Context: an optimization exercise on an open-source flow, tuned for small area, a short achievable clock period and few clock cycles per item. The choices shown serve that exercise and are no tape-out recipe. The RTL was checked by simulation tests, not by an equivalence proof against the original design.

## before
## ooo_core
module ooo_core (
    input  wire logic        clk,
    input  wire logic        i_arst_n,
    input  wire logic        i_disp_valid,
    input  wire logic [2:0]  i_disp_op,
    input  wire logic [4:0]  i_disp_rdst,
    input  wire logic [31:0] i_disp_a,
    input  wire logic [31:0] i_disp_b,
    output logic             o_disp_ready,
    output logic             o_ret_valid,
    output logic [4:0]       o_ret_rdst,
    output logic [2:0]       o_ret_tag,
    output logic [31:0]      o_ret_data,
    input  wire logic        i_ret_ready
);
Settings: LEC_CHECK=0, CAP_MARGIN=20, CORE_MARGIN=2, CORE_UTILIZATION=40, SETUP_SLACK_MARGIN=3.1, SLEW_MARGIN=20; clock period 6.5 ns.
standard.sh (not shown) runs the stock make flow with config.mk's settings and CLKGATE_MAP_FILE= SYNTH_SCRIPT=/design/flow/synth_recipe.tcl, a recipe that flattens the netlist after the stock synthesis.
==> flow/flow/run.sh <==
#!/bin/bash
# The standard layout (standard.sh, unchanged ORFS steps), with one synthesis option:
# SYNTH_ARGS=-noabc skips the quick "abc -fast" inside Yosys's generic synth, so that
# extract_fa meets the carry-save adder tree as the RTL writes it and maps it onto
# full-adder cells without inverters between them. The main ABC mapping still runs.
# Registers and their names are the same as the standard synthesis's.
# Port buffers: every input and output port still gets its own buffer, but the smallest
# plain buffer rather than a delay buffer; the resizer upsizes the ones that need it.
# Clock tree: no dummy loads and larger sink clusters, for fewer clock cells.
set -euo pipefail
cd "$(dirname "${BASH_SOURCE[0]}")/.."
export SYNTH_ARGS="-noabc"
export BUFFER_PORTS_ARGS="-buffer_cell sky130_fd_sc_hd__buf_1"
export CTS_ARGS="-sink_clustering_enable -repair_clock_nets -dont_use_dummy_load -sink_clustering_size 20 -sink_clustering_max_diameter 100"
bash standard.sh > flow_standard.log 2>&1
Testbench counts of before, summed over its fixed seeds: cycles 9,148, items 8,000.
diff inputs: before => after
diff --git a/flow/flow/run.sh b/flow/flow/run.sh
--- a/flow/flow/run.sh
+++ b/flow/flow/run.sh
@@ -8,3 +8,3 @@
 # plain buffer rather than a delay buffer; the resizer upsizes the ones that need it.
-# Clock tree: no dummy loads and larger sink clusters, for fewer clock cells.
+# Clock tree: no dummy loads (and, here, larger sink clusters), for fewer clock cells.
 set -euo pipefail
@@ -13,3 +13,3 @@
 export BUFFER_PORTS_ARGS="-buffer_cell sky130_fd_sc_hd__buf_1"
-export CTS_ARGS="-sink_clustering_enable -repair_clock_nets -dont_use_dummy_load -sink_clustering_size 20 -sink_clustering_max_diameter 100"
+export CTS_ARGS="-sink_clustering_enable -repair_clock_nets -dont_use_dummy_load"
 bash standard.sh > flow_standard.log 2>&1
### Flow results
Minimum period implied by the final worst setup slack delta for after relative to before: 44 ps higher
On delay of the slowest cell on the worst path, before tracks after almost exactly.
Status: total global-route track usage parity (after, before)

---

Starting RTL as in the previous note.
clock: 6.5 ns
lec_check: 0
cap_margin: 20
core_margin: 2
core_utilization: 40
setup_slack_margin: 3.1
slew_margin: 20
==> flow/flow/run.sh <==
#!/bin/bash
# The standard layout (standard.sh, unchanged ORFS steps), with one synthesis option:
# SYNTH_ARGS=-noabc skips the quick "abc -fast" inside Yosys's generic synth, so that
# extract_fa meets the carry-save adder tree as the RTL writes it and maps it onto
# full-adder cells without inverters between them. The main ABC mapping still runs.
# Registers and their names are the same as the standard synthesis's.
# Port buffers: every input and output port still gets its own buffer, but the smallest
# plain buffer rather than a delay buffer; the resizer upsizes the ones that need it.
# Clock tree: no dummy loads (and, here, larger sink clusters), for fewer clock cells.
set -euo pipefail
cd "$(dirname "${BASH_SOURCE[0]}")/.."
export SYNTH_ARGS="-noabc"
export BUFFER_PORTS_ARGS="-buffer_cell sky130_fd_sc_hd__buf_1"
export CTS_ARGS="-sink_clustering_enable -repair_clock_nets -dont_use_dummy_load -sink_clustering_size 20 -sink_clustering_max_diameter 100"
bash standard.sh > flow_standard.log 2>&1
Testbench counts at the start, summed over its fixed seeds: cycles 9,148, items 8,000.
Change:
--- a/flow/flow/run.sh
+++ b/flow/flow/run.sh
@@ -8,3 +8,2 @@
 # plain buffer rather than a delay buffer; the resizer upsizes the ones that need it.
-# Clock tree: no dummy loads (and, here, larger sink clusters), for fewer clock cells.
 set -euo pipefail
@@ -13,3 +12,2 @@
 export BUFFER_PORTS_ARGS="-buffer_cell sky130_fd_sc_hd__buf_1"
-export CTS_ARGS="-sink_clustering_enable -repair_clock_nets -dont_use_dummy_load -sink_clustering_size 20 -sink_clustering_max_diameter 100"
 bash standard.sh > flow_standard.log 2>&1
The new run finished clean. Via count climbs by 1.5%. Cell area goes up by 2.7%. Critical path depth does not change.
Change:
Settings changed: SETUP_SLACK_MARGIN 3.1 to 3.6.
After rerunning: Fmax is lower by 2.9%; hold slack stays flat.

---

ooo_core, a different RTL version from the one above (not shown whole).
For scale: about 2100 cells after synthesis, ~24000 um2 of cells after synthesis.
clock: 6.5 ns
lec_check: 0
cap_margin: 20
core_margin: 2
core_utilization: 40
setup_slack_margin: 3.25
slew_margin: 20
==> flow/flow/run.sh <==
#!/bin/bash
# The standard layout (standard.sh, unchanged ORFS steps), with one synthesis option:
# SYNTH_ARGS=-noabc skips the quick "abc -fast" inside Yosys's generic synth, so that
# extract_fa meets the carry-save adder tree as the RTL writes it and maps it onto
# full-adder cells without inverters between them. The main ABC mapping still runs.
# Registers and their names are the same as the standard synthesis's.
# Port buffers: every input and output port still gets its own buffer, but the smallest
# plain buffer rather than a delay buffer; the resizer upsizes the ones that need it.
# Clock tree: no dummy loads and larger sink clusters, for fewer clock cells.
set -euo pipefail
cd "$(dirname "${BASH_SOURCE[0]}")/.."
export SYNTH_ARGS="-noabc"
export BUFFER_PORTS_ARGS="-buffer_cell sky130_fd_sc_hd__buf_1"
export CTS_ARGS="-sink_clustering_enable -repair_clock_nets -dont_use_dummy_load -sink_clustering_size 20 -sink_clustering_max_diameter 100"
bash standard.sh > flow_standard.log 2>&1
The first run completed without violations.
Testbench counts at the start, summed over its fixed seeds: cycles 9,148, items 8,000.
==> next run, changes <==
--- a/flow/flow/run.sh
+++ b/flow/flow/run.sh
@@ -14 +14 @@
-export CTS_ARGS="-sink_clustering_enable -repair_clock_nets -dont_use_dummy_load -sink_clustering_size 20 -sink_clustering_max_diameter 100"
+export CTS_ARGS="-sink_clustering_enable -repair_clock_nets -dont_use_dummy_load -sink_clustering_size 25 -sink_clustering_max_diameter 100"
- SETUP_SLACK_MARGIN: 3.25 -> 3.1
The new run finished with timing, DRC and antenna clean.
First-iteration DRC count decreases by 4.3%.
Utilization came out lower by 2.0 points.
Critical path depth does not change.
Via count is lower by 3.5%.
Wire length shrinks by 5.5%.
Hold slack is better by 5.4 ps.
Non-clock buffer count went down by 34.

## afterwards: timing with drivers on the ports
The results above use ideal ports. As a check the final layouts listed here were re-extracted and re-timed, cells and wires unchanged.
Step 1: set_driving_cell puts a clkbuf_16 on clk and a buf_2 on each other input, an assumption about the parent block.
Step 2 also shifts input and output timing later by t, the mid clock arrival at the registers, as if the neighbouring blocks saw the same clock.
Three values: ideal, step 1, step 2; two values: the first two.
| run | shift t [ns] | setup WS [ns] | hold slack, ns | pins driven straight from the clock port |
|---|---|---|---|---|
| before | 0.572 | 3.049 / 3.049 / 2.828 | 0.423 / 0.423 / 0.423 | 1 |
| after | 0.620 | 3.006 / 3.006 / 2.831 | 0.415 / 0.415 / 0.415 | 1 |
| the first run of note 2 | 0.572 | 3.049 / 3.049 / 2.828 | 0.423 / 0.423 / 0.423 | 1 |
| the second run of note 2 | 0.654 | 3.044 / 3.044 / 2.878 | 0.419 / 0.419 / 0.419 | 1 |
| the third run of note 2 | 0.662 | 2.940 / 2.940 / 2.940 | 0.416 / 0.416 / 0.416 | 1 |
| the first run of note 3 | 0.574 | 3.239 / 3.239 / 2.921 | 0.423 / 0.423 / 0.423 | 1 |
| the second run of note 3 | 0.575 | 3.108 / 3.108 / 2.693 | 0.429 / 0.429 / 0.429 | 1 |
After both steps every run listed still meets setup and hold. The setup slack of the second run of note 3, which loses most, moves by 0.000 ns with the drivers and by -0.415 ns with both steps.
